What follows belongs to an exercise in optimizing a design on an open flow for small area and a short achievable clock period; a production flow would make more cautious choices.
RTL that was checked went through simulation tests only; none was proved equivalent to the original.
The RTL of runs 1 and 2 was laid out without a check of its function.
No activity file was given, so power comes from the tool's default toggle rates.

==> flow/design.v <==
package smmat_pkg;
   localparam int QUEUE_DEPTH = 4;
   localparam int PERIOD_W    = 24;
   localparam int STAMP_W     = 25;
   localparam int VALUE_W     = 17;
   localparam int NUM_CH      = 3;
   localparam logic [1:0] CSR_FULL_STATS    = 2'd0;
   localparam logic [1:0] CSR_SAMPLE_PERIOD = 2'd1;
   localparam logic [1:0] CSR_REPORT_PERIOD = 2'd2;
   localparam logic [1:0] CH_TEMP = 2'd0;
   localparam logic [1:0] CH_VIS  = 2'd1;
   localparam logic [1:0] CH_IR   = 2'd2;
   localparam logic [PERIOD_W-1:0] SAMPLE_PERIOD_RESET = 24'd3600;
   localparam logic [PERIOD_W-1:0] REPORT_PERIOD_RESET = 24'd86400;
   localparam logic signed [7:0]         TEMP_HIGH_RESET  = 8'sh80;
   localparam logic signed [7:0]         TEMP_LOW_RESET   = 8'sh7F;
   localparam logic [15:0]               LIGHT_TOP        = 16'hFFFF;
   localparam logic [15:0]               LIGHT_HIGH_RESET = 16'h0000;
   localparam logic signed [STAMP_W-1:0] STAMP_NONE       = 25'h1FFFFFF;
   localparam int TICK_W = 8 + 16 + 16 + STAMP_W + 1 + 1;
   localparam int REP_W = 4 * VALUE_W + 2 * STAMP_W;
endpackage
module smmat_queue #(
   parameter int DEPTH = smmat_pkg::QUEUE_DEPTH,
   parameter int WIDTH = smmat_pkg::TICK_W
) (
   input  logic             clock,
   input  logic             reset,
   input  logic             push,
   input  logic [WIDTH-1:0] wdata,
   input  logic             pop,
   output logic [WIDTH-1:0] rdata,
   output logic             full,
   output logic             empty
);
   logic [DEPTH-1:0][WIDTH-1:0] entry_ff;
   logic [DEPTH-1:0]            v_ff;
   assign full  = v_ff[DEPTH-1];
   assign empty = !v_ff[0];
   assign rdata = entry_ff[0];
   for (genvar i = 0; i < DEPTH; i++) begin : g_entry
      logic prev_v;
      logic next_v;
      logic take_next;
      logic load;
      if (i == 0) begin : g_first
         assign prev_v = 1'b1;
      end else begin : g_mid
         assign prev_v = v_ff[i-1];
      end
      if (i == DEPTH - 1) begin : g_last
         assign next_v = 1'b0;
         assign take_next = 1'b0;
      end else begin : g_nlast
         assign next_v = v_ff[i+1];
         assign take_next = next_v;
      end
      assign load = pop || !v_ff[i];
      always_ff @(posedge clock) begin
         if (load) begin
            entry_ff[i] <= take_next ? entry_ff[(i == DEPTH - 1) ? i : i + 1] : wdata;
         end
      end
      always_ff @(posedge clock) begin
         if (reset) begin
            v_ff[i] <= 1'b0;
         end else if (push && !pop) begin
            v_ff[i] <= prev_v;
         end else if (pop && !push) begin
            v_ff[i] <= next_v;
         end
      end
   end
endmodule
module smmat_front (
   input  logic                                 clock,
   input  logic                                 reset,
   input  logic                                 req_push,
   output logic                                 req_full,
   input  logic                                 req_func,
   input  logic signed [7:0]                    req_temp_sample,
   input  logic [15:0]                          req_visible_sample,
   input  logic [15:0]                          req_infrared_sample,
   input  logic                                 full_stats,
   input  logic [smmat_pkg::PERIOD_W-1:0]       sample_period,
   input  logic [smmat_pkg::PERIOD_W-1:0]       report_period,
   input  logic                                 q_full,
   output logic                                 tick_push,
   output logic [smmat_pkg::TICK_W-1:0]         tick
);
   localparam int PW = smmat_pkg::PERIOD_W;
   logic [PW-1:0]                        countdown_ff;
   logic signed [smmat_pkg::STAMP_W-1:0] cd_next;
   logic                                 accept;
   logic                                 report;
   assign req_full  = q_full;
   assign accept    = req_push && !q_full;
   assign cd_next   = $signed({1'b0, countdown_ff}) - $signed({1'b0, sample_period});
   assign report    = (countdown_ff <= sample_period);
   assign tick_push = accept && !req_func;
   assign tick = {req_temp_sample, req_visible_sample, req_infrared_sample,
                  cd_next, report, full_stats};
   always_ff @(posedge clock) begin
      if (reset) begin
         countdown_ff <= smmat_pkg::REPORT_PERIOD_RESET;
      end else if (accept) begin
         countdown_ff <= (req_func || report) ? report_period : cd_next[PW-1:0];
      end
   end
endmodule
module smmat_back (
   input  logic                                     clock,
   input  logic                                     reset,
   input  logic [smmat_pkg::TICK_W-1:0]             head,
   input  logic                                     q_empty,
   output logic                                     q_pop,
   output logic                                     rsp_empty,
   input  logic                                     rsp_pop,
   output logic [1:0]                               rsp_channel,
   output logic signed [smmat_pkg::VALUE_W-1:0]     rsp_current,
   output logic signed [smmat_pkg::VALUE_W-1:0]     rsp_average,
   output logic signed [smmat_pkg::VALUE_W-1:0]     rsp_maximum,
   output logic signed [smmat_pkg::STAMP_W-1:0]     rsp_max_time,
   output logic signed [smmat_pkg::VALUE_W-1:0]     rsp_minimum,
   output logic signed [smmat_pkg::STAMP_W-1:0]     rsp_min_time,
   output logic                                     rsp_last
);
   localparam int SW = smmat_pkg::STAMP_W;
   localparam int VW = smmat_pkg::VALUE_W;
   logic signed [7:0]    head_temp;
   logic [15:0]          head_vis;
   logic [15:0]          head_ir;
   logic [SW-1:0]        head_stamp;
   logic                 head_report;
   logic                 head_full;
   assign {head_temp, head_vis, head_ir, head_stamp, head_report, head_full} = head;
   logic rep_valid_ff;
   logic sel_t_ff, sel_v_ff, sel_i_ff;    
   logic fresh_ff;                        
   logic head_rep;                        
   logic pop_tick;                        
   logic rep_load;                        
   logic vi_load;                         
   logic out_load;                        
   assign head_rep = !q_empty && head_report;
   assign pop_tick = !q_empty && !head_report;
   assign rep_load = head_rep && (!rep_valid_ff || (rsp_pop && sel_i_ff));
   assign q_pop    = pop_tick || rep_load;
   assign vi_load  = head_rep && (!rep_valid_ff || sel_i_ff);
   assign out_load = (rsp_pop && rep_valid_ff) || (head_rep && !rep_valid_ff);
   always_ff @(posedge clock) begin
      if (reset) begin
         rep_valid_ff <= 1'b0;
         sel_t_ff     <= 1'b1;
         sel_v_ff     <= 1'b0;
         sel_i_ff     <= 1'b0;
      end else if (rep_load) begin
         rep_valid_ff <= 1'b1;
         sel_t_ff     <= 1'b1;
         sel_v_ff     <= 1'b0;
         sel_i_ff     <= 1'b0;
      end else if (rsp_pop && rep_valid_ff) begin
         rep_valid_ff <= !sel_i_ff;
         sel_t_ff     <= sel_i_ff;
         sel_v_ff     <= sel_t_ff;
         sel_i_ff     <= sel_v_ff;
      end
   end
   always_ff @(posedge clock) begin
      if (reset || rep_load) begin
         fresh_ff <= 1'b1;
      end else if (pop_tick) begin
         fresh_ff <= 1'b0;
      end
   end
   localparam logic [7:0] T_MIN = 8'h80;
   localparam logic [7:0] T_MAX = 8'h7F;
   logic signed [7:0]    t_cur_ff, t_avg_ff, t_max_ff, t_min_ff;
   logic [SW-1:0]        t_maxt_ff, t_mint_ff;
   logic signed [7:0]    t_avg, t_max, t_min;    
   logic [SW-1:0]        t_maxt, t_mint;
   logic signed [7:0]    t_avg_new;
   logic                 t_gt, t_lt;
   logic                 t_max_upd, t_min_upd;
   assign t_avg  = fresh_ff ? T_MAX : t_avg_ff;
   assign t_max  = fresh_ff ? T_MIN : t_max_ff;
   assign t_min  = fresh_ff ? T_MAX : t_min_ff;
   assign t_maxt = fresh_ff ? '1 : t_maxt_ff;
   assign t_mint = fresh_ff ? '1 : t_mint_ff;
   function automatic logic [7:0] t_half(input logic [7:0] a, input logic [7:0] b);
      logic [9:0] s0, s1;
      s0 = {a[7], a, 1'b0} + {b[7], b, 1'b0};
      s1 = {a[7], a, 1'b1} + {b[7], b, 1'b1};
      t_half = s0[9] ? s1[9:2] : s0[9:2];
   endfunction
   assign t_avg_new = t_half(head_temp, t_cur_ff);
   logic t_gt_raw, t_lt_raw;
   smmat_gt #(.W(8)) u_t_gt (.a({!head_temp[7], head_temp[6:0]}), .b({!t_max_ff[7], t_max_ff[6:0]}),
                             .gt(t_gt_raw));
   smmat_gt #(.W(8)) u_t_lt (.a({!t_min_ff[7], t_min_ff[6:0]}), .b({!head_temp[7], head_temp[6:0]}),
                             .gt(t_lt_raw));
   assign t_gt      = fresh_ff ? (head_temp != T_MIN) : t_gt_raw;
   assign t_lt      = fresh_ff ? (head_temp != T_MAX) : t_lt_raw;
   assign t_max_upd = head_full && t_gt;
   assign t_min_upd = head_full && t_lt;
   always_ff @(posedge clock) begin
      if (reset || q_pop) begin
         t_cur_ff <= (reset || head_report) ? T_MAX : head_temp;
      end
   end
   always_ff @(posedge clock) begin
      if (pop_tick) begin
         if (head_full || fresh_ff) begin
            t_avg_ff <= head_full ? t_avg_new : T_MAX;
         end
         if (t_max_upd || fresh_ff) begin
            t_max_ff  <= head_full ? head_temp : T_MIN;
            t_maxt_ff <= t_max_upd ? head_stamp : '1;
         end
         if (t_min_upd || fresh_ff) begin
            t_min_ff  <= head_full ? head_temp : T_MAX;
            t_mint_ff <= t_min_upd ? head_stamp : '1;
         end
      end
   end
   logic [VW-1:0] tr_cur, tr_avg, tr_max, tr_min;
   logic [SW-1:0] tr_maxt, tr_mint;
   logic [7:0]    tr_avg8, tr_max8, tr_min8;
   assign tr_avg8 = head_full ? t_avg_new : t_avg;
   assign tr_max8 = t_max_upd ? head_temp : t_max;
   assign tr_min8 = t_min_upd ? head_temp : t_min;
   assign tr_cur  = {{9{head_temp[7]}}, head_temp};
   assign tr_avg  = {{9{tr_avg8[7]}}, tr_avg8};
   assign tr_max  = {{9{tr_max8[7]}}, tr_max8};
   assign tr_min  = {{9{tr_min8[7]}}, tr_min8};
   assign tr_maxt = t_max_upd ? head_stamp : t_maxt;
   assign tr_mint = t_min_upd ? head_stamp : t_mint;
   logic [1:0][VW-1:0] lr_cur, lr_avg, lr_max, lr_min;
   logic [1:0][SW-1:0] lr_maxt, lr_mint;
   for (genvar i = 0; i < 2; i++) begin : g_light
      logic [15:0]   s;
      logic [15:0]   cur_ff, avg_ff, max_ff, min_ff;
      logic [SW-1:0] maxt_ff, mint_ff;
      logic [15:0]   avg, max, min;
      logic [SW-1:0] maxt, mint;
      logic [16:0]   lsum;
      logic          gt, lt, max_upd, min_upd;
      assign s    = (i == 0) ? head_vis : head_ir;
      assign avg  = fresh_ff ? 16'hFFFF : avg_ff;
      assign max  = fresh_ff ? 16'h0000 : max_ff;
      assign min  = fresh_ff ? 16'hFFFF : min_ff;
      assign maxt = fresh_ff ? '1 : maxt_ff;
      assign mint = fresh_ff ? '1 : mint_ff;
      assign lsum = {1'b0, s} + {1'b0, cur_ff};
      logic gt_raw, lt_raw;
      smmat_gt #(.W(16)) u_gt (.a(s), .b(max_ff), .gt(gt_raw));
      smmat_gt #(.W(16)) u_lt (.a(min_ff), .b(s), .gt(lt_raw));
      assign gt   = fresh_ff ? (s != 16'h0000) : gt_raw;
      assign lt   = fresh_ff ? (s != 16'hFFFF) : lt_raw;
      assign max_upd = head_full && gt;
      assign min_upd = head_full && lt;
      always_ff @(posedge clock) begin
         if (reset || q_pop) begin
            cur_ff <= (reset || head_report) ? 16'hFFFF : s;
         end
      end
      always_ff @(posedge clock) begin
         if (pop_tick) begin
            if (head_full || fresh_ff) begin
               avg_ff <= head_full ? lsum[16:1] : 16'hFFFF;
            end
            if (max_upd || fresh_ff) begin
               max_ff  <= head_full ? s : 16'h0000;
               maxt_ff <= max_upd ? head_stamp : '1;
            end
            if (min_upd || fresh_ff) begin
               min_ff  <= head_full ? s : 16'hFFFF;
               mint_ff <= min_upd ? head_stamp : '1;
            end
         end
      end
      assign lr_cur[i]  = {1'b0, s};
      assign lr_avg[i]  = {1'b0, head_full ? lsum[16:1] : avg};
      assign lr_max[i]  = {1'b0, max_upd ? s : max};
      assign lr_min[i]  = {1'b0, min_upd ? s : min};
      assign lr_maxt[i] = max_upd ? head_stamp : maxt;
      assign lr_mint[i] = min_upd ? head_stamp : mint;
   end
   logic [1:0][15:0]   vi_cur_ff, vi_avg_ff, vi_max_ff, vi_min_ff;
   logic [1:0][SW-1:0] vi_maxt_ff, vi_mint_ff;
   always_ff @(posedge clock) begin
      if (vi_load) begin
         vi_cur_ff[0]  <= lr_cur[0][15:0];
         vi_avg_ff[0]  <= lr_avg[0][15:0];
         vi_max_ff[0]  <= lr_max[0][15:0];
         vi_min_ff[0]  <= lr_min[0][15:0];
         vi_maxt_ff[0] <= lr_maxt[0];
         vi_mint_ff[0] <= lr_mint[0];
         vi_cur_ff[1]  <= lr_cur[1][15:0];
         vi_avg_ff[1]  <= lr_avg[1][15:0];
         vi_max_ff[1]  <= lr_max[1][15:0];
         vi_min_ff[1]  <= lr_min[1][15:0];
         vi_maxt_ff[1] <= lr_maxt[1];
         vi_mint_ff[1] <= lr_mint[1];
      end
   end
   logic [VW-1:0] out_cur_ff, out_avg_ff, out_max_ff, out_min_ff;
   logic [SW-1:0] out_maxt_ff, out_mint_ff;
   logic          next_is_t;    
   logic          next_vi;      
   assign next_is_t = !rep_valid_ff || sel_i_ff;
   assign next_vi   = sel_v_ff;
   always_ff @(posedge clock) begin
      if (out_load) begin
         if (next_is_t) begin
            out_cur_ff  <= tr_cur;
            out_avg_ff  <= tr_avg;
            out_max_ff  <= tr_max;
            out_min_ff  <= tr_min;
            out_maxt_ff <= tr_maxt;
            out_mint_ff <= tr_mint;
         end else begin
            out_cur_ff  <= {1'b0, vi_cur_ff[next_vi]};
            out_avg_ff  <= {1'b0, vi_avg_ff[next_vi]};
            out_max_ff  <= {1'b0, vi_max_ff[next_vi]};
            out_min_ff  <= {1'b0, vi_min_ff[next_vi]};
            out_maxt_ff <= vi_maxt_ff[next_vi];
            out_mint_ff <= vi_mint_ff[next_vi];
         end
      end
   end
   assign rsp_empty    = !rep_valid_ff;
   assign rsp_channel  = {sel_i_ff, sel_v_ff};
   assign rsp_last     = sel_i_ff;
   assign rsp_current  = out_cur_ff;
   assign rsp_average  = out_avg_ff;
   assign rsp_maximum  = out_max_ff;
   assign rsp_minimum  = out_min_ff;
   assign rsp_max_time = out_maxt_ff;
   assign rsp_min_time = out_mint_ff;
endmodule
module smmat_gt #(
   parameter int W = 16
) (
   input  logic [W-1:0] a,
   input  logic [W-1:0] b,
   output logic         gt
);
   localparam int L = $clog2(W);
   logic [L:0][W-1:0] g;    
   logic [L:0][W-1:0] e;    
   for (genvar i = 0; i < W; i++) begin : g_bit
      assign g[0][i] = a[i] & !b[i];
      assign e[0][i] = !(a[i] ^ b[i]);
   end
   for (genvar l = 0; l < L; l++) begin : g_lvl
      for (genvar j = 0; j < (W >> (l + 1)); j++) begin : g_grp
         assign g[l+1][j] = g[l][2*j+1] | (e[l][2*j+1] & g[l][2*j]);
         assign e[l+1][j] = e[l][2*j+1] & e[l][2*j];
      end
      for (genvar j = (W >> (l + 1)); j < W; j++) begin : g_pad
         assign g[l+1][j] = 1'b0;
         assign e[l+1][j] = 1'b0;
      end
   end
   assign gt = g[L][0];
endmodule
module sensor_min_max_avg_tracker #(
   parameter int QUEUE_DEPTH = smmat_pkg::QUEUE_DEPTH
) (
   input  logic                                 clock,
   input  logic                                 reset,
   input  logic                                 req_push,
   output logic                                 req_full,
   input  logic                                 req_func,
   input  logic signed [7:0]                    req_temp_sample,
   input  logic [15:0]                          req_visible_sample,
   input  logic [15:0]                          req_infrared_sample,
   output logic                                 rsp_empty,
   input  logic                                 rsp_pop,
   output logic [1:0]                           rsp_channel,
   output logic signed [smmat_pkg::VALUE_W-1:0] rsp_current,
   output logic signed [smmat_pkg::VALUE_W-1:0] rsp_average,
   output logic signed [smmat_pkg::VALUE_W-1:0] rsp_maximum,
   output logic signed [smmat_pkg::STAMP_W-1:0] rsp_max_time,
   output logic signed [smmat_pkg::VALUE_W-1:0] rsp_minimum,
   output logic signed [smmat_pkg::STAMP_W-1:0] rsp_min_time,
   output logic                                 rsp_last,
   input  logic                                 csr_valid,
   output logic                                 csr_ready,
   input  logic [1:0]                           csr_index,
   input  logic [smmat_pkg::PERIOD_W-1:0]       csr_data
);
   logic                                full_stats_ff;
   logic [smmat_pkg::PERIOD_W-1:0]      sample_period_ff;
   logic [smmat_pkg::PERIOD_W-1:0]      report_period_ff;
   logic                                csr_write;
   logic                                tick_push;
   logic                                q_pop;
   logic [smmat_pkg::TICK_W-1:0]        tick;
   logic [smmat_pkg::TICK_W-1:0]        head;
   logic                                q_full;
   logic                                q_empty;
   assign csr_ready = 1'b1;
   assign csr_write = csr_valid && csr_ready;
   always_ff @(posedge clock) begin
      if (reset) begin
         full_stats_ff    <= 1'b1;
         sample_period_ff <= smmat_pkg::SAMPLE_PERIOD_RESET;
         report_period_ff <= smmat_pkg::REPORT_PERIOD_RESET;
      end else if (csr_write) begin
         unique case (csr_index)
            smmat_pkg::CSR_FULL_STATS:    full_stats_ff    <= csr_data[0];
            smmat_pkg::CSR_SAMPLE_PERIOD: sample_period_ff <= csr_data;
            smmat_pkg::CSR_REPORT_PERIOD: report_period_ff <= csr_data;
            default: ;
         endcase
      end
   end
   smmat_front u_front (
      .clock               (clock),
      .reset               (reset),
      .req_push            (req_push),
      .req_full            (req_full),
      .req_func            (req_func),
      .req_temp_sample     (req_temp_sample),
      .req_visible_sample  (req_visible_sample),
      .req_infrared_sample (req_infrared_sample),
      .full_stats          (full_stats_ff),
      .sample_period       (sample_period_ff),
      .report_period       (report_period_ff),
      .q_full              (q_full),
      .tick_push           (tick_push),
      .tick                (tick)
   );
   smmat_queue #(
      .DEPTH (QUEUE_DEPTH),
      .WIDTH (smmat_pkg::TICK_W)
   ) u_queue (
      .clock  (clock),
      .reset  (reset),
      .push   (tick_push),
      .wdata  (tick),
      .pop    (q_pop),
      .rdata  (head),
      .full   (q_full),
      .empty  (q_empty)
   );
   smmat_back u_back (
      .clock        (clock),
      .reset        (reset),
      .head         (head),
      .q_empty      (q_empty),
      .q_pop        (q_pop),
      .rsp_empty    (rsp_empty),
      .rsp_pop      (rsp_pop),
      .rsp_channel  (rsp_channel),
      .rsp_current  (rsp_current),
      .rsp_average  (rsp_average),
      .rsp_maximum  (rsp_maximum),
      .rsp_max_time (rsp_max_time),
      .rsp_minimum  (rsp_minimum),
      .rsp_min_time (rsp_min_time),
      .rsp_last     (rsp_last)
   );
endmodule
==> flow/run.sh <==
#!/bin/bash
# synth_recipe.tcl (not shown) runs the flow's synth.tcl, then flattens the netlist and writes it again
# the make line also repeats each setting of config.mk as NAME=value (left out here)
make -C /OpenROAD-flow-scripts/flow DESIGN_CONFIG=/design/flow/config.mk WORK_HOME=/design/flow/orfs CLKGATE_MAP_FILE= SYNTH_SCRIPT=/design/flow/synth_recipe.tcl finish
==> flow/config.mk <==
export PLATFORM = sky130hd
export DESIGN_NAME = sensor_min_max_avg_tracker
export DESIGN_NICKNAME = sensor_min_max_avg_tracker
export VERILOG_FILES = /design/flow/design.v
export SDC_FILE = /design/flow/constraint.sdc
export NUM_CORES = 4
export LEC_CHECK = 0
export CAP_MARGIN = 20
export CORE_MARGIN = 2
export CORE_UTILIZATION = 60
export SETUP_SLACK_MARGIN = 3.5
export SLEW_MARGIN = 20
==> flow/constraint.sdc <==
create_clock -name core_clock -period 6.5 [get_ports {clock}]
set_input_delay 1.3000 -clock core_clock [delete_from_list [all_inputs] [get_ports {clock}]]
set_output_delay 1.3000 -clock core_clock [all_outputs]
set_load 0.01 [all_outputs]
==> impl_metrics.env, run 1 <==
export IMPL_clock_fmax_mhz=323
export IMPL_holdPathStages=2
export IMPL_vdd_drop_max_mv=0.248
export IMPL_nNetsFinal=3945
export IMPL_crit_fanout=29
export IMPL_holdCritPathClass="reg2reg"
export IMPL_multi_input_area_sq_um=15300
export IMPL_dp_hpwl_mm=72.1
export IMPL_dieArea_sq_um=77200
export IMPL_p_switching_uw=4880
export IMPL_num_fill_cells=5070
export IMPL_avgSynthCellArea_sq_um=13.0
export IMPL_boundaryPins=196
export IMPL_htreeDepth=3
export IMPL_power_density_nw_per_um2=334
export IMPL_power_leakage_uw=0.0187
export IMPL_finalSetupViolations=0
export IMPL_endpoint_kind="flip-flop"
export IMPL_area_growth_pct=18.1
export IMPL_synth_distinct_cells=72
export IMPL_numCtsBuffers=102
export IMPL_critical_path_class="reg2reg"
export IMPL_ys_ff_latch=1006
export IMPL_status="timing/DRC/antenna clean"
export IMPL_final_core_util_pct=71.5
export IMPL_layout_drive_gt1_share_pct=19.2
export IMPL_wire_per_inst_um=24.2
export IMPL_die_h_um=278
export IMPL_yosys_warnings=4
export IMPL_clkLatencyLatePin_ps=670
export IMPL_gp_congestion=0.902
export IMPL_path_cells="inv_2, ha_1, and3b_1, o21a_1, o21a_1, o211ai_1, a2111oi_4, o21ai_4, buf_12, buf_4, buf_12, o21ai_0"
export IMPL_grt_pass1_wl_mm=172
export IMPL_drv_cap=0
export IMPL_cts_tree="done"
export IMPL_avgViaCountPerCell=6.21
export IMPL_period_share_pct=47.7
export IMPL_syn_area_sq_um=45000
export IMPL_antenna_found_initial=2
export IMPL_grt_pass1_vias=28635
export IMPL_ctsHoldBuffers=0
export IMPL_power_frac_seq_pct=48.0
export IMPL_rows=100
export IMPL_grt_max_degree=146
export IMPL_cp_arrival_ps=3490
export IMPL_period_needed_ps=3100
export IMPL_clock_skew_ps=26.7
export IMPL_setup_tns_ps=0
export IMPL_clock_power_share_pct=31.7
export IMPL_synth_async_sr_flop_share_pct=0
export IMPL_max_stage_delay_ps=470
export IMPL_power_frac_comb_pct=20.3
export IMPL_io_buffers=194
export IMPL_routed_wl_mm=116
export IMPL_vias=29735
export IMPL_syn_nets=3674
export IMPL_seq_area_frac_synth_pct=65.3
export IMPL_syn_inst=3461
export IMPL_path_clk_slew_ps=60
export IMPL_overflow=0
export IMPL_root_buffer="clkbuf_16"
export IMPL_drtIter0Drc=3118
export IMPL_initial_core_util_pct=60.6
export IMPL_crit_slowest_cell="o21ai_0"
export IMPL_drt_antenna_violating_nets=0
export IMPL_synth_edf_count=924
export IMPL_drcViolationCount=0
export IMPL_rr_worst_depth=12
export IMPL_numClockSinks=1006
export IMPL_critPathRequiredTime_ps=6890
export IMPL_clockBufferDepth=3
export IMPL_layout_area_seq_sq_um=29400
export IMPL_drtPass1Iterations=6
export IMPL_hold_viol=0
export IMPL_slew_headroom_pct=26.2
export IMPL_core_area_sq_um=74300
export IMPL_rsz0062_at_grt="true"
export IMPL_dieWidth_um=278
export IMPL_p_sw_share_pct=27.5
export IMPL_worstMarginPinSlew_ps=1110
export IMPL_internal_power_uw=12900
export IMPL_start_kind="flip-flop"
export IMPL_grt_util_all_layers_pct=29.2
export IMPL_slew_violations=0
export IMPL_ys_flop_type="edfxtp_1"
[state kept, by name, summed over array words and instances, names as in the netlist, 50 cells and up]
name	flops
u_back.g_light.maxt_ff	50
u_back.g_light.mint_ff	50
u_back.vi_mint_ff	50
u_back.vi_maxt_ff	50
u_queue.entry_ff	268
[layout by cell type (no fill, tap or decap), drive strengths merged, types with 9 or more instances in the layout]
cell | synthesis | routed
edfxtp | 924 | 924
o21ai | 317 | 317
nand2 | 303 | 303
clkdlybuf4s50 | 0 | 190
o21a | 152 | 152
buf | 31 | 151
a21oi | 150 | 150
inv | 136 | 142
ha | 136 | 136
or2 | 134 | 136
clkbuf | 169 | 133
mux2 | 129 | 129
mux2i | 125 | 125
nor2 | 119 | 120
dfxtp | 82 | 82
nand2b | 60 | 63
o211ai | 49 | 49
clkinv | 2 | 45
or3 | 44 | 44
a21o | 36 | 36
o221ai | 34 | 34
nand3b | 33 | 33
nand3 | 32 | 32
nor3 | 31 | 31
and2 | 18 | 31
nand4 | 27 | 27
xnor2 | 21 | 21
nor4 | 16 | 16
xor2 | 16 | 16
nor2b | 12 | 12
and3 | 11 | 11
a31oi | 9 | 9
a211oi | 9 | 9
[cell type report]
class	instances	share of cell area, %
Tap cell	969	2.28
Clock buffer	129	5.23
Inverter	138	0.993
Clock inverter	57	0.800
Multi-Input combinational cell	2136	28.8
Timing Repair Buffer	348	6.60
Antenna cell	2	0.00941
Sequential cell	1006	55.3
[cell usage after synthesis (4+ instances only)]
master / instances / share of area, %
a21oi_1: 150 / 1.7
nor2b_1: 12 / 0.17
a21boi_0: 4 / 0.067
o21a_1: 152 / 2.5
and2_1: 18 / 0.25
mux2_2: 129 / 3.2
a31oi_1: 9 / 0.13
nand3_1: 31 / 0.34
a221oi_1: 8 / 0.16
o221ai_1: 34 / 0.66
or4_1: 7 / 0.12
o31a_1: 5 / 0.097
nor2_1: 118 / 0.98
a21o_1: 36 / 0.60
and3b_1: 8 / 0.16
nand3b_1: 33 / 0.55
clkbuf_1: 169 / 1.4
ha_1: 136 / 3.8
and3_1: 11 / 0.15
nor3_1: 30 / 0.33
nand2b_1: 60 / 0.83
buf_1: 18 / 0.15
or2_2: 133 / 1.8
nand2_1: 303 / 2.5
o21ai_0: 314 / 3.5
dfxtp_1: 82 / 3.6
o211ai_1: 48 / 0.80
o2111ai_1: 4 / 0.078
a22oi_1: 6 / 0.10
inv_1: 136 / 1.1
xor2_1: 16 / 0.31
fa_1: 5 / 0.22
a311oi_1: 6 / 0.12
a211oi_1: 9 / 0.15
xnor2_1: 21 / 0.41
edfxtp_1: 924 / 62
buf_2: 7 / 0.078
nand4_1: 26 / 0.36
or3_1: 43 / 0.60
mux2i_1: 125 / 2.8
nor4_1: 15 / 0.21
[critical path, delay by kind of cell, from the launching register on]
kind	cells	cell delay, ps
adder cells (fa/ha/maj)	1	270
AND/OR/NAND/NOR	1	160
buffers and inverters	4	520
flip-flops	1	400
AO/OA/AOI/OAI	6	1450
[worst paths after layout]
| path | start | to | slack (ps) |
|---|---|---|---|
| worst min register to register | sample_period_ff[13]$_SDFFE_PP0P_ | sample_period_ff[13]$_SDFFE_PP0P_ | 450 |
| worst min-delay path | sample_period_ff[13]$_SDFFE_PP0P_ | sample_period_ff[13]$_SDFFE_PP0P_ | 450 |
| worst max register to register | u_queue.entry_ff[28]$_DFFE_PP_ | u_back.vi_min_ff[20]$_DFFE_PP_ | 3400 |
| worst max-delay path | u_queue.entry_ff[28]$_DFFE_PP_ | u_back.vi_min_ff[20]$_DFFE_PP_ | 3400 |
[power by group through the flow]
stage | Combinational [uW] | Sequential (uW) | Clock [uW]
detailed placement | 3140 | 8680 | 0
CTS | 3340 | 8520 | 5700
global placement | 3030 | 8650 | 0
finish | 3610 | 8530 | 5640
floorplan | 2230 | 8490 | 0
global route | 3960 | 8590 | 5980
[timing repair]
item,in CTS,in global routing
pin swaps,32,47
setup endpoints to repair,649,707
gates resized for setup,105,137
gates cloned,8,18
buffers inserted,52,57
[logic make-up (layout without fill, tap and decap cells)]
kind of cell               after synthesis  after routing  share of synthesized area [%]
DFF                                   1006           1006                           65.3
and+or+nand+nor                        858            877                           9.65
AOI/OAI and AO/OA                      826            826                           11.4
buffers and inverters                  338            672                           2.91
muxes                                  254            254                           6.01
adders and majority gates              141            141                           4.00
xor gates and xnor gates                37             37                          0.720
other                                    1              3                        0.00833
[layer usage]
layer | routed length (um) | track usage (%) | up-vias
met3 | 10400 | 5.38 | 162
met1 | 50500 | 44.3 | 14786
li1 | - | - | 13505
met2 | 52700 | 43.8 | 1282
met5 | 0 | 0 | -
met4 | 2420 | 7.26 | 0
[stage by stage]
step	area [sq um]	power, uW	setup WS (ps)	std cells	hold slack [ps]
detailed placement	47900	11800	2190	4460	450
global route	53200	18500	3320	4783	479
CTS	52000	17600	3310	4706	458
floorplan	45100	10700	1440	3461	421
finish	53200	17800	3400	4785	455
global placement	47900	11700	1930	4460	445
==> run 2, diff against run 1 <==
==> flow/flow/run.sh (new file) <==
#!/bin/bash
# The standard layout, with plain buf_1 cells as the port buffers (the default choice is
# clkdlybuf4s50_1, a slow delay cell of more than twice the area). Every port still gets
# its own buffer; timing repair resizes the ones on critical paths.
set -euo pipefail
export BUFFER_PORTS_ARGS="-buffer_cell sky130_fd_sc_hd__buf_1"
bash standard.sh > standard.log 2>&1
==> flow/standard.sh (new file) <==
#!/bin/bash
# synth_recipe.tcl (not shown) runs the flow's synth.tcl, then flattens the netlist and writes it again
# the make line also repeats each setting of config.mk as NAME=value (left out here)
make -C /OpenROAD-flow-scripts/flow DESIGN_CONFIG=/design/flow/config.mk WORK_HOME=/design/flow/orfs CLKGATE_MAP_FILE= SYNTH_SCRIPT=/design/flow/synth_recipe.tcl "${@:-finish}"
removed: flow/run.sh
==> run 2 against run 1 <==
Against the previous run: highest routed layer unchanged; synthesized cell count unchanged; sequential cell count unchanged; count of clock-buffer cells in the layout up 4; clock power down 1%; still clean on timing, DRC and antenna.
==> impl_metrics.env, run 2 <==
export IMPL_mostFrequentLayoutCells="edfxtp_1, o21ai_0, nand2_1"
export IMPL_start_kind="flip-flop"
export IMPL_clkLatencyLatePin_ps=670
export IMPL_ys_ff_latch=1006
export IMPL_numCtsBuffers=102
export IMPL_die_h_um=278
export IMPL_final_core_util_pct=70.2
export IMPL_root_buffer="clkbuf_16"
export IMPL_max_stage_delay_ps=540
export IMPL_numClockSinks=1006
export IMPL_drt_antenna_violating_nets=0
export IMPL_dpl_worst_slack_ps=1840
export IMPL_timing_final_ws_setup_ps=3460
export IMPL_yosys_warnings=4
export IMPL_status="timing/DRC/antenna clean"
export IMPL_period_needed_ps=3040
export IMPL_dp_hpwl_mm=72.3
export IMPL_initial_core_util_pct=60.6
export IMPL_ys_top_cells_by_count="edfxtp_1, o21ai_0, nand2_1"
export IMPL_clock_skew_ps=33.9
export IMPL_worstMarginPinSlew_ps=1010
export IMPL_area_growth_pct=16.0
export IMPL_critical_path_class="reg2reg"
export IMPL_gp_congestion=0.888
export IMPL_setup_tns_ps=0
export IMPL_synth_async_sr_flop_share_pct=0
export IMPL_power_density_nw_per_um2=339
export IMPL_p_sw_share_pct=27.5
export IMPL_path_delay_family="compound AO/OA/AOI/OAI gates"
export IMPL_routed_wl_mm=118
export IMPL_core_area_sq_um=74300
export IMPL_num_fill_cells=5155
export IMPL_grt_pass1_wl_mm=173
export IMPL_finalSetupViolations=0
export IMPL_grt_util_all_layers_pct=29.5
export IMPL_cp_arrival_ps=3420
export IMPL_overflow=0
export IMPL_power_leakage_uw=0.0183
export IMPL_wire_per_inst_um=24.7
export IMPL_boundaryPins=196
export IMPL_dieArea_sq_um=77200
export IMPL_yosysTopAreaCell="edfxtp_1"
export IMPL_holdCritPathClass="reg2reg"
export IMPL_power_frac_comb_pct=20.1
export IMPL_period_share_pct=46.8
export IMPL_multi_input_area_sq_um=15500
export IMPL_crit_slowest_cell="or4_4"
export IMPL_vias=29744
export IMPL_rows=100
export IMPL_layout_commonest_cell="edfxtp_1"
export IMPL_synth_edf_count=924
export IMPL_syn_inst=3461
export IMPL_drcViolationCount=0
export IMPL_clock_power_share_pct=31.5
export IMPL_syn_nets=3674
export IMPL_vdd_drop_max_mv=0.269
export IMPL_clock_fmax_mhz=328
export IMPL_slew_headroom_pct=32.0
export IMPL_htreeDepth=3
export IMPL_drtIter0Drc=3159
export IMPL_drtPass1Iterations=5
export IMPL_path_buf_inv=1
export IMPL_power_frac_seq_pct=48.4
export IMPL_synth_distinct_cells=72
export IMPL_layout_drive_gt1_share_pct=18.7
export IMPL_stdcell_count=4786
export IMPL_drv_cap=0
export IMPL_syn_area_sq_um=45000
export IMPL_dieWidth_um=278
export IMPL_grt_max_degree=166
export IMPL_endpoint_kind="flip-flop"
export IMPL_clockBufferDepth=3
export IMPL_critPathRequiredTime_ps=6880
export IMPL_avgSynthCellArea_sq_um=13.0
export IMPL_synth_area_top_cells="edfxtp_1, ha_1, dfxtp_1, o21ai_0, mux2_2"
export IMPL_hold_viol=0
export IMPL_slew_violations=0
export IMPL_internal_power_uw=12800
export IMPL_p_switching_uw=4860
export IMPL_dp_cells=4457
export IMPL_cts_tree="done"
export IMPL_grt_pass1_vias=28126
export IMPL_layout_area_seq_sq_um=29400
export IMPL_num_antenna_cells=0
export IMPL_ys_flop_type="edfxtp_1"
export IMPL_path_clk_slew_ps=60
export IMPL_path_cells="buf_6, and2_4, fa_2, a21o_1, a21oi_4, o21ai_2, a21oi_2, mux2i_1, a41oi_1, or4_4, o2bb2ai_2"
export IMPL_rsz0062_at_grt="true"
export IMPL_fin_total_pwr_uw=17700
export IMPL_synth_most_common_cell="edfxtp_1"
export IMPL_regMostFlops="u_queue.entry_ff"
export IMPL_largest_register_ffs=268
export IMPL_nNetsFinal=3953
export IMPL_io_buffers=194
export IMPL_synth_top_area_share_pct=61.6
export IMPL_avgViaCountPerCell=6.21
export IMPL_antenna_found_initial=3
export IMPL_seq_area_frac_synth_pct=65.3
export IMPL_crit_fanout=4
-- run 2: changes by cell type in the layout (fill, tap and decap cells not counted), sizes merged, moves of 2 or more --
cell,previous run,this run
buf,151,343
clkbuf,133,143
clkdlybuf4s50,190,0
clkinv,45,43
diode,2,0
dlygate4sd2,3,0
inv,142,136
o22a,2,4
-- run 2: cell families (layout without fill, tap and decap cells) --
family                   after synthesis  count (layout)  share of synthesized area (%)
AO/OA/AOI/OAI                        826             828                           11.4
XOR/XNOR                              37              37                          0.720
adder cells (fa/ha/maj)              141             141                           4.00
buffers and inverters                338             672                           2.91
flip-flops                          1006            1006                           65.3
multiplexers                         254             254                           6.01
other                                  1               1                        0.00833
AND/OR/NAND/NOR                      858             878                           9.65
-- run 2: worst register-to-register path, stage by stage, from the launching register on --
cell and delay, ps:
edfxtp_1 380, buf_6 160, and2_4 160, fa_2 390
a21o_1 200, a21oi_4 220, o21ai_2 90, a21oi_2 180
mux2i_1 190, a41oi_1 110, or4_4 540, o2bb2ai_2 150
-- run 2: power groups by stage --
| stage | combinational (uW) | sequential, uW | clock [uW] |
|---|---|---|---|
| after floorplan | 2230 | 8490 | 0 |
| after global placement | 2930 | 8660 | 0 |
| after detailed placement | 3040 | 8690 | 0 |
| after CTS | 3290 | 8540 | 5640 |
| after global routing | 3900 | 8610 | 5910 |
| final | 3560 | 8550 | 5570 |
-- run 2: metal layers --
layer  share of wire (%)  GRT usage [%]
met2                  45           43.6
met3                 9.5           5.75
met5                   0              0
met4                 2.6           7.57
met1                  43           45.1
-- run 2: path summary, 6_finish.rpt --
path	startpoint	end	slack [ps]	depth (start not counted)
max	u_queue.entry_ff[59]$_DFFE_PP_	u_back.out_avg_ff[6]$_DFFE_PP_	3460	11
min	sample_period_ff[22]$_SDFFE_PP0P_	sample_period_ff[22]$_SDFFE_PP0P_	450	2
max reg2reg	u_queue.entry_ff[59]$_DFFE_PP_	u_back.out_avg_ff[6]$_DFFE_PP_	3460	11
min reg2reg	sample_period_ff[22]$_SDFFE_PP0P_	sample_period_ff[22]$_SDFFE_PP0P_	450	2
-- run 2: timing repair --
item                                    4_1_cts  5_1_grt
resized for setup                           137      106
setup buffers                                67       44
hold buffers                                  0        0
pin swaps                                    38       46
cloned                                       20       15
endpoints found under the setup margin      834      644
-- run 2: cell type report --
class | count | area share, %
timing repair buffer | 353 | 4.63
sequential | 1006 | 56.3
clock buffer | 133 | 5.33
inverter | 138 | 1.03
clock inverter | 48 | 0.676
multi-input combinational | 2139 | 29.7
tap | 969 | 2.32
-- run 2: per-stage QoR --
| step | hold WS [ps] | cell area (sq um) |
|---|---|---|
| finish | 454 | 52200 |
| global route | 476 | 52200 |
| CTS | 459 | 51100 |
| detailed placement | 450 | 46700 |
| global placement | 444 | 46700 |
| floorplan | 421 | 45100 |
==> run 3, diff against run 2 <==
--- a/flow/design.v
+++ b/flow/design.v
@@ -235,22 +235,24 @@
    assign tr_min  = {{9{tr_min8[7]}}, tr_min8};
    assign tr_maxt = t_max_upd ? head_stamp : t_maxt;
    assign tr_mint = t_min_upd ? head_stamp : t_mint;
-   logic [1:0][VW-1:0] lr_cur, lr_avg, lr_max, lr_min;
-   logic [1:0][SW-1:0] lr_maxt, lr_mint;
+   logic               pend_ff;     
+   logic [1:0][15:0]   l_avg, l_max, l_min;
+   logic [1:0][SW-1:0] l_maxt, l_mint;
+   logic [1:0][15:0]   l_s;
+   always_ff @(posedge clock) begin
+      if (reset) begin
+         pend_ff <= 1'b0;
+      end else begin
+         pend_ff <= rep_load;
+      end
+   end
    for (genvar i = 0; i < 2; i++) begin : g_light
       logic [15:0]   s;
       logic [15:0]   cur_ff, avg_ff, max_ff, min_ff;
       logic [SW-1:0] maxt_ff, mint_ff;
-      logic [15:0]   avg, max, min;
-      logic [SW-1:0] maxt, mint;
       logic [16:0]   lsum;
       logic          gt, lt, max_upd, min_upd;
       assign s    = (i == 0) ? head_vis : head_ir;
-      assign avg  = fresh_ff ? 16'hFFFF : avg_ff;
-      assign max  = fresh_ff ? 16'h0000 : max_ff;
-      assign min  = fresh_ff ? 16'hFFFF : min_ff;
-      assign maxt = fresh_ff ? '1 : maxt_ff;
-      assign mint = fresh_ff ? '1 : mint_ff;
       assign lsum = {1'b0, s} + {1'b0, cur_ff};
       logic gt_raw, lt_raw;
       smmat_gt #(.W(16)) u_gt (.a(s), .b(max_ff), .gt(gt_raw));
@@ -265,7 +267,7 @@
          end
       end
       always_ff @(posedge clock) begin
-         if (pop_tick) begin
+         if (q_pop) begin
             if (head_full || fresh_ff) begin
                avg_ff <= head_full ? lsum[16:1] : 16'hFFFF;
             end
@@ -279,29 +281,27 @@
             end
          end
       end
-      assign lr_cur[i]  = {1'b0, s};
-      assign lr_avg[i]  = {1'b0, head_full ? lsum[16:1] : avg};
-      assign lr_max[i]  = {1'b0, max_upd ? s : max};
-      assign lr_min[i]  = {1'b0, min_upd ? s : min};
-      assign lr_maxt[i] = max_upd ? head_stamp : maxt;
-      assign lr_mint[i] = min_upd ? head_stamp : mint;
+      assign l_s[i]    = s;
+      assign l_avg[i]  = avg_ff;
+      assign l_max[i]  = max_ff;
+      assign l_min[i]  = min_ff;
+      assign l_maxt[i] = maxt_ff;
+      assign l_mint[i] = mint_ff;
    end
    logic [1:0][15:0]   vi_cur_ff, vi_avg_ff, vi_max_ff, vi_min_ff;
    logic [1:0][SW-1:0] vi_maxt_ff, vi_mint_ff;
    always_ff @(posedge clock) begin
       if (vi_load) begin
-         vi_cur_ff[0]  <= lr_cur[0][15:0];
-         vi_avg_ff[0]  <= lr_avg[0][15:0];
-         vi_max_ff[0]  <= lr_max[0][15:0];
-         vi_min_ff[0]  <= lr_min[0][15:0];
-         vi_maxt_ff[0] <= lr_maxt[0];
-         vi_mint_ff[0] <= lr_mint[0];
-         vi_cur_ff[1]  <= lr_cur[1][15:0];
-         vi_avg_ff[1]  <= lr_avg[1][15:0];
-         vi_max_ff[1]  <= lr_max[1][15:0];
-         vi_min_ff[1]  <= lr_min[1][15:0];
-         vi_maxt_ff[1] <= lr_maxt[1];
-         vi_mint_ff[1] <= lr_mint[1];
+         vi_cur_ff <= l_s;
+      end
+   end
+   always_ff @(posedge clock) begin
+      if (pend_ff) begin
+         vi_avg_ff  <= l_avg;
+         vi_max_ff  <= l_max;
+         vi_min_ff  <= l_min;
+         vi_maxt_ff <= l_maxt;
+         vi_mint_ff <= l_mint;
       end
    end
    logic [VW-1:0] out_cur_ff, out_avg_ff, out_max_ff, out_min_ff;
@@ -319,6 +319,13 @@
             out_min_ff  <= tr_min;
             out_maxt_ff <= tr_maxt;
             out_mint_ff <= tr_mint;
+         end else if (pend_ff) begin
+            out_cur_ff  <= {1'b0, vi_cur_ff[0]};
+            out_avg_ff  <= {1'b0, l_avg[0]};
+            out_max_ff  <= {1'b0, l_max[0]};
+            out_min_ff  <= {1'b0, l_min[0]};
+            out_maxt_ff <= l_maxt[0];
+            out_mint_ff <= l_mint[0];
          end else begin
             out_cur_ff  <= {1'b0, vi_cur_ff[next_vi]};
             out_avg_ff  <= {1'b0, vi_avg_ff[next_vi]};
==> flow/run.sh (new file) <==
#!/bin/bash
# synth_recipe.tcl (not shown) runs the flow's synth.tcl, then flattens the netlist and writes it again
# the make line also repeats each setting of config.mk as NAME=value (left out here)
make -C /OpenROAD-flow-scripts/flow DESIGN_CONFIG=/design/flow/config.mk WORK_HOME=/design/flow/orfs CLKGATE_MAP_FILE= SYNTH_SCRIPT=/design/flow/synth_recipe.tcl finish
removed: flow/flow/run.sh
removed: flow/standard.sh
==> run 3 against run 2 <==
Against the previous run: still clean on timing, DRC and antenna; total power shrank 6.6%; first-iteration DRC count up 5.8%; area after synthesis decreased by 1.4%; cell count fell by 0.90%.
==> impl_metrics.env, run 3 <==
export IMPL_ys_top_cells_by_count="edfxtp_1, nand2_1, o21ai_0"
export IMPL_root_buffer="clkbuf_16"
export IMPL_period_needed_ps=2980
export IMPL_grt_max_degree=130
export IMPL_die_h_um=276
export IMPL_antenna_found_initial=5
export IMPL_cts_tree="done"
export IMPL_regMostFlops="u_queue.entry_ff"
export IMPL_power_leakage_uw=0.0190
export IMPL_finalSetupViolations=0
export IMPL_mostFrequentLayoutCells="edfxtp_1, nand2_1, a21oi_1"
export IMPL_slew_headroom_pct=23.5
export IMPL_grt_util_all_layers_pct=28.9
export IMPL_avgViaCountPerCell=6.09
export IMPL_power_frac_comb_pct=14.9
export IMPL_layout_drive_gt1_share_pct=17.4
export IMPL_p_sw_share_pct=25.3
export IMPL_power_frac_seq_pct=49.5
export IMPL_internal_power_uw=12300
export IMPL_yosysTopAreaCell="edfxtp_1"
export IMPL_initial_core_util_pct=60.8
export IMPL_synth_distinct_cells=78
export IMPL_synth_async_sr_flop_share_pct=0
export IMPL_nNetsFinal=3906
export IMPL_hold_viol=0
export IMPL_synth_edf_count=924
export IMPL_critical_path_class="reg2reg"
export IMPL_clock_power_share_pct=35.6
export IMPL_drv_cap=0
export IMPL_num_fill_cells=4913
export IMPL_dieArea_sq_um=76200
export IMPL_start_kind="flip-flop"
export IMPL_multi_input_area_sq_um=14700
export IMPL_worstMarginPinSlew_ps=1140
export IMPL_grt_pass1_vias=27707
export IMPL_layout_area_seq_sq_um=29400
export IMPL_routed_wl_mm=112
export IMPL_yosys_warnings=4
export IMPL_slew_violations=0
export IMPL_ys_flop_type="edfxtp_1"
export IMPL_seq_area_frac_synth_pct=66.2
export IMPL_grt_pass1_wl_mm=169
export IMPL_largest_register_ffs=268
export IMPL_endpoint_kind="flip-flop"
export IMPL_setup_tns_ps=0
export IMPL_period_share_pct=45.8
export IMPL_drtIter0Drc=3343
export IMPL_holdCritPathClass="reg2reg"
export IMPL_htreeDepth=3
export IMPL_drcViolationCount=0
export IMPL_status="timing/DRC/antenna clean"
export IMPL_layout_commonest_cell="edfxtp_1"
export IMPL_vias=28889
export IMPL_rows=99
export IMPL_wire_per_inst_um=23.7
export IMPL_critPathRequiredTime_ps=6890
export IMPL_clkLatencyLatePin_ps=660
export IMPL_drtPass1Iterations=26
export IMPL_final_core_util_pct=72.3
export IMPL_timing_hold_ws_ps=412
export IMPL_ctsHoldBuffers=0
export IMPL_synth_area_top_cells="edfxtp_1, ha_1, dfxtp_1, mux2_2, nand2_1"
export IMPL_clock_fmax_mhz=336
export IMPL_clockBufferDepth=3
export IMPL_gp_congestion=0.883
export IMPL_vdd_drop_max_mv=0.256
export IMPL_numCtsBuffers=101
export IMPL_rsz0062_at_grt="true"
export IMPL_syn_area_sq_um=44400
export IMPL_p_switching_uw=4170
export IMPL_ys_ff_latch=1007
export IMPL_dieWidth_um=276
export IMPL_avgSynthCellArea_sq_um=13.1
export IMPL_dp_hpwl_mm=69.3
export IMPL_syn_inst=3397
export IMPL_cp_arrival_ps=3370
export IMPL_io_buffers=194
export IMPL_power_density_nw_per_um2=312
export IMPL_syn_nets=3610
export IMPL_path_clk_slew_ps=70
export IMPL_boundaryPins=196
export IMPL_synth_most_common_cell="edfxtp_1"
export IMPL_overflow=0
export IMPL_area_growth_pct=19.0
export IMPL_synth_top_area_share_pct=62.5
export IMPL_numClockSinks=1007
export IMPL_drt_antenna_violating_nets=0
export IMPL_crit_fanout=6
export IMPL_core_area_sq_um=73100
export IMPL_clock_skew_ps=22.7
## run 3: cell types whose count changed after synthesis, sizes merged, moves of 30 or more
cell / delta
o211ai: -36
nand2b: +60
a21oi: +63
nor2: +44
o21a: -122
or2: -78
nand2: +36
nand3b: -30
o21ai: -100
## run 3: timing repair
action / 4_1_cts / 5_1_grt
pin swaps: 19 / 50
setup endpoints to repair: 806 / 601
buffers inserted: 82 / 53
resized for setup: 80 / 115
cloned: 6 / 3
## run 3: path summary, 6_finish.rpt
| check | from | end | slack (ps) | depth (start not counted) |
|---|---|---|---|---|
| min reg2reg | u_back.g_light[1].mint_ff[22]$_SDFFCE_PN1P_ | u_back.vi_mint_ff[47]$_DFFE_PP_ | 410 | 0 |
| max | sample_period_ff[4]$_SDFFE_PP1P_ | u_queue.entry_ff[23]$_DFFE_PP_ | 3520 | 9 |
| min | u_back.g_light[1].mint_ff[22]$_SDFFCE_PN1P_ | u_back.vi_mint_ff[47]$_DFFE_PP_ | 410 | 0 |
| max reg2reg | sample_period_ff[4]$_SDFFE_PP1P_ | u_queue.entry_ff[23]$_DFFE_PP_ | 3520 | 9 |
## run 3: power by group through the flow
stage	combinational, uW	clock [uW]	sequential (uW)
global route	2690	6220	8220
global placement	1950	0	8310
floorplan	1440	0	8130
finish	2460	5880	8170
CTS	2230	5960	8180
detailed placement	2040	0	8330
## run 3: final cells by class
class                      instances  area share [%]
clock buffer                     128            5.03
clock inverter                    63            1.31
multi-input combinational       2070            27.7
tap                              959            2.27
inverter                         143            1.02
antenna                            3          0.0142
timing repair buffer             370            6.93
sequential                      1007            55.7
## run 3: stage by stage
step                      cell area (sq um)  power [uW]  std cells  setup WS (ps)
after floorplan                       44500        9570       3397           2930
after global placement                47200       10300       4400           2150
after detailed placement              47400       10400       4405           2110
after CTS                             51900       16400       4684           3380
after global routing                  52800       17100       4740           3460
final                                 52900       16500       4743           3520
## run 3: logic make-up after synthesis
group / after synthesis / synth area share [%]
mux: 245 / 5.91
other cells: 1 / 0.00844
flops: 1007 / 66.2
compound gates: 694 / 9.71
fa+ha+maj: 141 / 4.06
simple gates: 942 / 10.4
buf+inv: 326 / 2.89
xor+xnor: 41 / 0.809
## run 3: worst max-delay path, cell delays in order, from the launching register on
cell       delay, ps
dfxtp_2          320
inv_2             70
ha_4             190
a21o_1           160
or3_4            330
o21a_4           250
a2111o_1         500
a2111oi_4        330
and4bb_4         290
mux2_4           260
## run 3: routing by layer
layer	track usage, %	vias to the layer above	wire (um)
li1	-	13237	-
met1	43.3	14263	48500
met2	44.5	1231	51700
met3	4.72	158	9860
met4	7.15	0	2400
met5	0	-	0
==> run 4, diff against run 3 <==
==> flow/flow/run.sh (new file) <==
#!/bin/bash
# The standard layout, with plain buf_1 cells as the port buffers (the default choice is
# clkdlybuf4s50_1, a slow delay cell of more than twice the area). Every port still gets
# its own buffer; timing repair resizes the ones on critical paths.
set -euo pipefail
export BUFFER_PORTS_ARGS="-buffer_cell sky130_fd_sc_hd__buf_1"
bash standard.sh > standard.log 2>&1
==> flow/standard.sh (new file) <==
#!/bin/bash
# synth_recipe.tcl (not shown) runs the flow's synth.tcl, then flattens the netlist and writes it again
# the make line also repeats each setting of config.mk as NAME=value (left out here)
make -C /OpenROAD-flow-scripts/flow DESIGN_CONFIG=/design/flow/config.mk WORK_HOME=/design/flow/orfs CLKGATE_MAP_FILE= SYNTH_SCRIPT=/design/flow/synth_recipe.tcl "${@:-finish}"
--- a/flow/config.mk
+++ b/flow/config.mk
@@ -8,5 +8,5 @@
 export CAP_MARGIN = 20
 export CORE_MARGIN = 2
 export CORE_UTILIZATION = 60
-export SETUP_SLACK_MARGIN = 3.5
+export SETUP_SLACK_MARGIN = 3.8
 export SLEW_MARGIN = 20
removed: flow/run.sh
==> run 4 against run 3 <==
Against the previous run: highest routed layer is now met5; core utilization grew 3.7 points; register-to-register slack is essentially flat; critical path type unchanged; area after synthesis is the same; sequential power is essentially flat; global-route usage grew 1.8 points; still clean on timing, DRC and antenna; design area grew 5.2%.
==> impl_metrics.env, run 4 <==
export IMPL_ys_top_cells_by_count="edfxtp_1, nand2_1, o21ai_0"
export IMPL_clkLatencyLatePin_ps=670
export IMPL_clock_power_share_pct=35.0
export IMPL_grt_max_degree=201
export IMPL_status="timing/DRC/antenna clean"
export IMPL_synth_most_common_cell="edfxtp_1"
export IMPL_clockBufferDepth=3
export IMPL_core_area_sq_um=73100
export IMPL_synth_async_sr_flop_share_pct=0
export IMPL_synth_distinct_cells=78
export IMPL_layout_drive_gt1_share_pct=26.5
export IMPL_synth_edf_count=924
export IMPL_regMostFlops="u_queue.entry_ff"
export IMPL_final_area_sq_um=55600
export IMPL_drtIter0Drc=3712
export IMPL_ys_ff_latch=1007
export IMPL_internal_power_uw=12800
export IMPL_drtPass1Iterations=17
export IMPL_setup_tns_ps=0
export IMPL_slew_violations=0
export IMPL_crit_path_frequent_cell="o21a_1"
export IMPL_syn_nets=3610
export IMPL_r2r_slack_ps=3530
export IMPL_synth_area_top_cells="edfxtp_1, ha_1, dfxtp_1, mux2_2, nand2_1"
export IMPL_power_frac_comb_pct=17.9
export IMPL_wire_per_inst_um=25.4
export IMPL_dp_hpwl_mm=65.9
export IMPL_nNetsFinal=4037
export IMPL_yosysTopAreaCell="edfxtp_1"
export IMPL_io_buffers=194
export IMPL_ctsHoldBuffers=0
export IMPL_crit_path_end="u_back.g_light[1].maxt_ff[9]$_SDFFCE_PN1P_"
export IMPL_yosys_warnings=4
export IMPL_power_density_nw_per_um2=312
export IMPL_rr_startpoint="u_queue.entry_ff[28]$_DFFE_PP_"
export IMPL_start_kind="flip-flop"
export IMPL_dp_cells=4409
export IMPL_drv_cap=0
export IMPL_grt_util_all_layers_pct=30.7
export IMPL_dieWidth_um=276
export IMPL_syn_area_sq_um=44400
export IMPL_clock_skew_ps=27.3
export IMPL_mostFrequentLayoutCells="edfxtp_1, nand2_1, buf_1"
export IMPL_initial_core_util_pct=60.8
export IMPL_ys_flop_type="edfxtp_1"
export IMPL_gp_congestion=0.902
export IMPL_grt_pass1_vias=29008
export IMPL_p_sw_share_pct=26.0
export IMPL_period_needed_ps=2970
export IMPL_crit_start="u_queue.entry_ff[28]$_DFFE_PP_"
export IMPL_antenna_found_initial=7
export IMPL_vdd_drop_max_mv=0.221
export IMPL_grt_pass1_wl_mm=177
export IMPL_critical_path_class="reg2reg"
export IMPL_seq_area_frac_synth_pct=66.2
export IMPL_p_switching_uw=4520
export IMPL_clock_fmax_mhz=337
export IMPL_drt_antenna_violating_nets=0
export IMPL_period_share_pct=45.6
export IMPL_numCtsBuffers=102
export IMPL_syn_inst=3397
export IMPL_routed_wl_mm=124
export IMPL_cp_arrival_ps=3390
export IMPL_max_stage_delay_ps=470
export IMPL_slew_headroom_pct=25.7
export IMPL_root_buffer="clkbuf_16"
export IMPL_rr_worst_depth=13
export IMPL_cts_tree="done"
export IMPL_power_frac_seq_pct=47.1
export IMPL_power_leakage_uw=0.0200
export IMPL_crit_fanout=7
export IMPL_dieArea_sq_um=76200
export IMPL_hold_viol=0
export IMPL_holdCritPathClass="reg2reg"
export IMPL_die_h_um=276
export IMPL_path_clk_slew_ps=60
export IMPL_worstMarginPinSlew_ps=1110
export IMPL_overflow=0
export IMPL_critPathRequiredTime_ps=6920
export IMPL_drcViolationCount=0
export IMPL_path_cells="buf_6, ha_4, and3b_1, o21a_1, o21a_1, o21a_1, o21ai_2, a2111o_2, buf_12, buf_8, a21oi_4, buf_12, nand2b_4"
export IMPL_crit_slowest_cell="a2111o_2"
export IMPL_vias=30626
export IMPL_stdcell_count=4874
export IMPL_largest_register_ffs=268
export IMPL_placed_cell_area_sq_um=46200
export IMPL_htreeDepth=3
export IMPL_fin_total_pwr_uw=17400
export IMPL_num_fill_cells=4463
export IMPL_numClockSinks=1007
export IMPL_boundaryPins=196
export IMPL_multi_input_area_sq_um=16400
export IMPL_area_growth_pct=25.2
export IMPL_layout_commonest_cell="edfxtp_1"
export IMPL_rows=99
export IMPL_avgViaCountPerCell=6.28
export IMPL_synth_top_area_share_pct=62.5
export IMPL_finalSetupViolations=0
export IMPL_avgSynthCellArea_sq_um=13.1
export IMPL_layout_area_seq_sq_um=29400
export IMPL_endpoint_kind="flip-flop"
export IMPL_reg2reg_to="u_back.g_light[1].maxt_ff[9]$_SDFFCE_PN1P_"
export IMPL_rsz0062_at_grt="true"
## run 4: cell type report
type	count	area share (%)
flip-flops and latches	1007	52.9
multi-input cells	2077	29.5
repair buffers	493	8.15
clock buffers	126	4.83
well taps	959	2.16
clock inverters	66	1.39
inverters	143	0.979
diodes	3	0.0135
## run 4: cells by family after synthesis
family	count (synthesis)	synth area share, %
AND/OR/NAND/NOR	942	10.4
flip-flops	1007	66.2
AO/OA/AOI/OAI	694	9.71
buffers and inverters	326	2.89
XOR/XNOR	41	0.809
other	1	0.00844
multiplexers	245	5.91
adder cells (fa/ha/maj)	141	4.06
## run 4: worst min-delay path by stage
stage	slack, ps	to	cells past startpoint	startpoint
2_1_floorplan	400	u_back.vi_avg_ff[16]$_DFFE_PP_	0	u_back.g_light[1].avg_ff[0]$_SDFFCE_PN1P_
3_3_place_gp	400	u_back.vi_mint_ff[47]$_DFFE_PP_	0	u_back.g_light[1].mint_ff[22]$_SDFFCE_PN1P_
3_5_place_dp	400	u_back.vi_avg_ff[31]$_DFFE_PP_	0	u_back.g_light[1].avg_ff[15]$_SDFFCE_PN1P_
4_1_cts	420	u_back.vi_maxt_ff[25]$_DFFE_PP_	0	u_back.g_light[1].maxt_ff[0]$_SDFFCE_PN1P_
5_1_grt	420	u_back.vi_maxt_ff[34]$_DFFE_PP_	0	u_back.g_light[1].maxt_ff[9]$_SDFFCE_PN1P_
6_report	420	u_back.vi_maxt_ff[25]$_DFFE_PP_	0	u_back.g_light[1].maxt_ff[0]$_SDFFCE_PN1P_
## run 4: layer usage
layer	up-vias	routed length, um	global-route usage [%]
li1	13536	-	-
met1	15128	50600	44.2
met2	1651	56500	47.1
met3	303	12000	5.75
met4	8	4800	11.2
met5	-	51	0
## run 4: per-stage QoR
stage	hold WS [ps]	worst slack, ps	util [%]
final	417	3530	76.1
after global routing	424	3480	76.1
after CTS	419	3550	73.2
after detailed placement	405	2700	63.2
after global placement	401	2750	63.2
after floorplan	400	3410	-
## run 4: power by group through the flow
stage | Sequential (uW) | Combinational, uW | Clock, uW
2_1_floorplan | 8130 | 1470 | 0
3_3_place_gp | 8260 | 1930 | 0
3_5_place_dp | 8280 | 2000 | 0
4_1_cts | 8130 | 2610 | 6110
5_1_grt | 8220 | 3330 | 6390
6_report | 8180 | 3110 | 6080
## run 4: what timing repair did
action / CTS / global route
cloned: 27 / 19
buffers inserted: 174 / 49
setup endpoints to repair: 704 / 655
gates resized for setup: 359 / 294
pin swaps: 89 / 108
## run 4: critical path, delay by kind of cell, from the launching register on
family | cells | cell delay (ps)
buf+inv | 4 | 640
fa+ha+maj | 1 | 250
compound gates | 6 | 1200
flops | 1 | 430
simple gates | 2 | 210
==> run 5, diff against run 4 <==
--- a/flow/config.mk
+++ b/flow/config.mk
@@ -8,5 +8,5 @@
 export CAP_MARGIN = 20
 export CORE_MARGIN = 2
 export CORE_UTILIZATION = 60
-export SETUP_SLACK_MARGIN = 3.8
+export SETUP_SLACK_MARGIN = 3.5
 export SLEW_MARGIN = 20
==> run 5 against run 4 <==
Against the previous run: still clean on timing, DRC and antenna; total power shrank 5.6%; count of clock-buffer cells in the layout shrank 4; register-to-register slack gained 30 ps; synthesized cell count is the same; critical path depth shrank 4; via count shrank 7.1%; non-clock buffer count shrank 166; critical endpoint is now u_queue.entry_ff[23]$_DFFE_PP_.
==> impl_metrics.env, run 5 <==
export IMPL_use_met3_pct=4.78
export IMPL_layout_area_seq_sq_um=29400
export IMPL_avgSynthCellArea_sq_um=13.1
export IMPL_avgViaCountPerCell=6.06
export IMPL_crit_slowest_cell="a2111o_1"
export IMPL_placed_cell_area_sq_um=46100
export IMPL_synth_async_sr_flop_share_pct=0
export IMPL_syn_nets=3610
export IMPL_vdd_drop_max_mv=0.276
export IMPL_path_cells="inv_1, ha_4, a21o_1, or3_4, o21a_4, a2111o_1, a2111oi_4, and4bb_4, mux2_2"
export IMPL_dpl_worst_slack_ps=2470
export IMPL_period_needed_ps=2940
export IMPL_rows=99
export IMPL_wire_per_inst_um=23.4
export IMPL_seq_area_frac_synth_pct=66.2
export IMPL_path_buf_inv=1
export IMPL_grt_pass1_vias=27778
export IMPL_synth_top_area_share_pct=62.5
export IMPL_setup_tns_ps=0
export IMPL_drcViolationCount=0
export IMPL_drv_cap=0
export IMPL_numCtsBuffers=100
export IMPL_power_density_nw_per_um2=320
export IMPL_crit_fanout=4
export IMPL_initial_core_util_pct=60.8
export IMPL_numClockSinks=1007
export IMPL_path_clk_slew_ps=60
export IMPL_drtPass1Iterations=22
export IMPL_synth_edf_count=924
export IMPL_ys_ff_latch=1007
export IMPL_slew_headroom_pct=21.5
export IMPL_root_buffer="clkbuf_16"
export IMPL_worstMarginPinSlew_ps=1160
export IMPL_cts_tree="done"
export IMPL_routed_wl_mm=110
export IMPL_grt_pass1_wl_mm=167
export IMPL_busiest_layer="met1"
export IMPL_globalRouteMet1Util_pct=43.2
export IMPL_die_h_um=276
export IMPL_clock_skew_ps=26.3
export IMPL_hold_viol=0
export IMPL_start_kind="flip-flop"
export IMPL_grt_util_all_layers_pct=28.4
export IMPL_ys_top_cells_by_count="edfxtp_1, nand2_1, o21ai_0"
export IMPL_final_area_sq_um=51200
export IMPL_holdCritPathClass="reg2reg"
export IMPL_overflow=0
export IMPL_grt_max_degree=201
export IMPL_ys_flop_type="edfxtp_1"
export IMPL_synth_distinct_cells=78
export IMPL_ctsHoldBuffers=0
export IMPL_gp_congestion=0.886
export IMPL_period_share_pct=45.2
export IMPL_largest_register_ffs=268
export IMPL_endpoint_kind="flip-flop"
export IMPL_status="timing/DRC/antenna clean"
export IMPL_slew_violations=0
export IMPL_final_core_util_pct=70.0
export IMPL_dieWidth_um=276
export IMPL_use_met2_pct=43.0
export IMPL_dp_hpwl_mm=68.2
export IMPL_synth_most_common_cell="edfxtp_1"
export IMPL_clockBufferDepth=3
export IMPL_syn_inst=3397
export IMPL_max_stage_delay_ps=470
export IMPL_dieArea_sq_um=76200
export IMPL_cp_arrival_ps=3340
export IMPL_critical_path_class="reg2reg"
export IMPL_path_delay_family="compound AO/OA/AOI/OAI gates"
export IMPL_clock_fmax_mhz=340
export IMPL_power_leakage_uw=0.0182
export IMPL_antenna_found_initial=3
export IMPL_htreeDepth=3
export IMPL_layout_commonest_cell="edfxtp_1"
export IMPL_synth_area_top_cells="edfxtp_1, ha_1, dfxtp_1, mux2_2, nand2_1"
export IMPL_boundaryPins=196
export IMPL_timing_final_ws_setup_ps=3560
export IMPL_nNetsFinal=3862
export IMPL_finalSetupViolations=0
export IMPL_drt_antenna_violating_nets=0
export IMPL_drtIter0Drc=2925
export IMPL_critPathRequiredTime_ps=6900
export IMPL_layout_drive_gt1_share_pct=16.4
export IMPL_core_area_sq_um=73100
export IMPL_mostFrequentLayoutCells="edfxtp_1, nand2_1, o21ai_0"
export IMPL_area_growth_pct=15.3
export IMPL_num_fill_cells=5142
export IMPL_syn_area_sq_um=44400
export IMPL_vias=28449
export IMPL_multi_input_area_sq_um=14500
export IMPL_rsz0062_at_grt="true"
export IMPL_io_buffers=194
export IMPL_clkLatencyLatePin_ps=670
export IMPL_regMostFlops="u_queue.entry_ff"
export IMPL_yosysTopAreaCell="edfxtp_1"
export IMPL_yosys_warnings=4
-- run 5: cells by family (layout without fill, tap and decap cells) --
| group | count (synthesis) | after routing | share of synthesized area (%) |
|---|---|---|---|
| flops | 1007 | 1007 | 66.2 |
| simple gates | 942 | 943 | 10.4 |
| compound gates | 694 | 699 | 9.71 |
| buf+inv | 326 | 659 | 2.89 |
| mux | 245 | 245 | 5.91 |
| fa+ha+maj | 141 | 141 | 4.06 |
| xor+xnor | 41 | 41 | 0.809 |
| other cells | 1 | 3 | 0.00844 |
-- run 5: layer usage --
metal / up-vias / wire, um
li1: 13119 / -
met1: 14058 / 49200
met2: 1108 / 49300
met3: 164 / 8940
met4: 0 / 2270
met5: - / 0
-- run 5: report_power, final --
group	switching, uW	internal (uW)
clock	2450	3490
combinational	1330	967
sequential	341	7810
total	4130	12300
-- run 5: worst register-to-register path, stage by stage, from the launching register on --
cell	delay, ps
dfxtp_2	330
inv_1	60
ha_4	180
a21o_1	190
or3_4	370
o21a_4	230
a2111o_1	470
a2111oi_4	320
and4bb_4	290
mux2_2	260
-- run 5: path summary, 6_finish.rpt --
check / startpoint / cells past startpoint / endpoint / slack [ps]
setup / recovery: sample_period_ff[3]$_SDFFE_PP0P_ / 9 / u_queue.entry_ff[23]$_DFFE_PP_ / 3560
hold / removal: u_back.g_light[1].maxt_ff[10]$_SDFFCE_PN1P_ / 0 / u_back.vi_maxt_ff[35]$_DFFE_PP_ / 420
setup reg to reg: sample_period_ff[3]$_SDFFE_PP0P_ / 9 / u_queue.entry_ff[23]$_DFFE_PP_ / 3560
hold reg to reg: u_back.g_light[1].maxt_ff[10]$_SDFFCE_PN1P_ / 0 / u_back.vi_maxt_ff[35]$_DFFE_PP_ / 420
-- run 5: repair_timing --
| item | CTS | global route |
|---|---|---|
| resized for setup | 84 | 82 |
| pin swaps | 28 | 38 |
| endpoints found under the hold margin | 0 | 0 |
| gates cloned | 6 | 2 |
| setup endpoints to repair | 751 | 571 |
| buffers inserted | 69 | 29 |
-- run 5: through the flow --
stage                     std cells  hold slack (ps)  total power [uW]
after floorplan                3397              400              9570
after global placement         4398              401             10200
after detailed placement       4399              405             10300
after CTS                      4663              415             16300
after global routing           4696              419             17000
final                          4697              415             16400
-- run 5: final cells by class --
type	instances	share of cell area [%]
diodes	2	0.00978
clock buffers	122	5.32
clock inverters	67	1.32
inverters	143	1.05
multi-input cells	2070	28.4
flip-flops and latches	1007	57.5
well taps	959	2.34
repair buffers	327	4.03

[static timing again, ports no longer ideal]
The results above use ideal ports. As a check the final layouts listed here were re-extracted and re-timed, cells and wires unchanged.
Step 1 assumes that a clkbuf_16 drives the clock port and a buf_2 every other input.
Step 2 also shifts input and output timing later by t, the mid clock arrival at the registers, as if the neighbouring blocks saw the same clock.
Three values: no drivers, after step 1, after step 2; two values: the first two.
run | shift t [ns] | setup WS [ns] | worst data-port slew with drivers (ns)
run 1 | 0.724 | 3.401 / 3.401 / 3.111 | 0.06
run 2 | 0.727 | 3.456 / 3.456 / 3.456 | 0.05
run 3 | 0.722 | 3.520 / 3.464 / 2.844 | 0.07
run 4 | 0.730 | 3.534 / 3.534 / 3.070 | 0.09
run 5 | 0.721 | 3.560 / 3.515 / 3.058 | 0.08
After both steps every run listed still meets setup and hold. The setup slack of run 3, which loses most, moves by -0.056 ns with the drivers and by -0.676 ns with both steps.
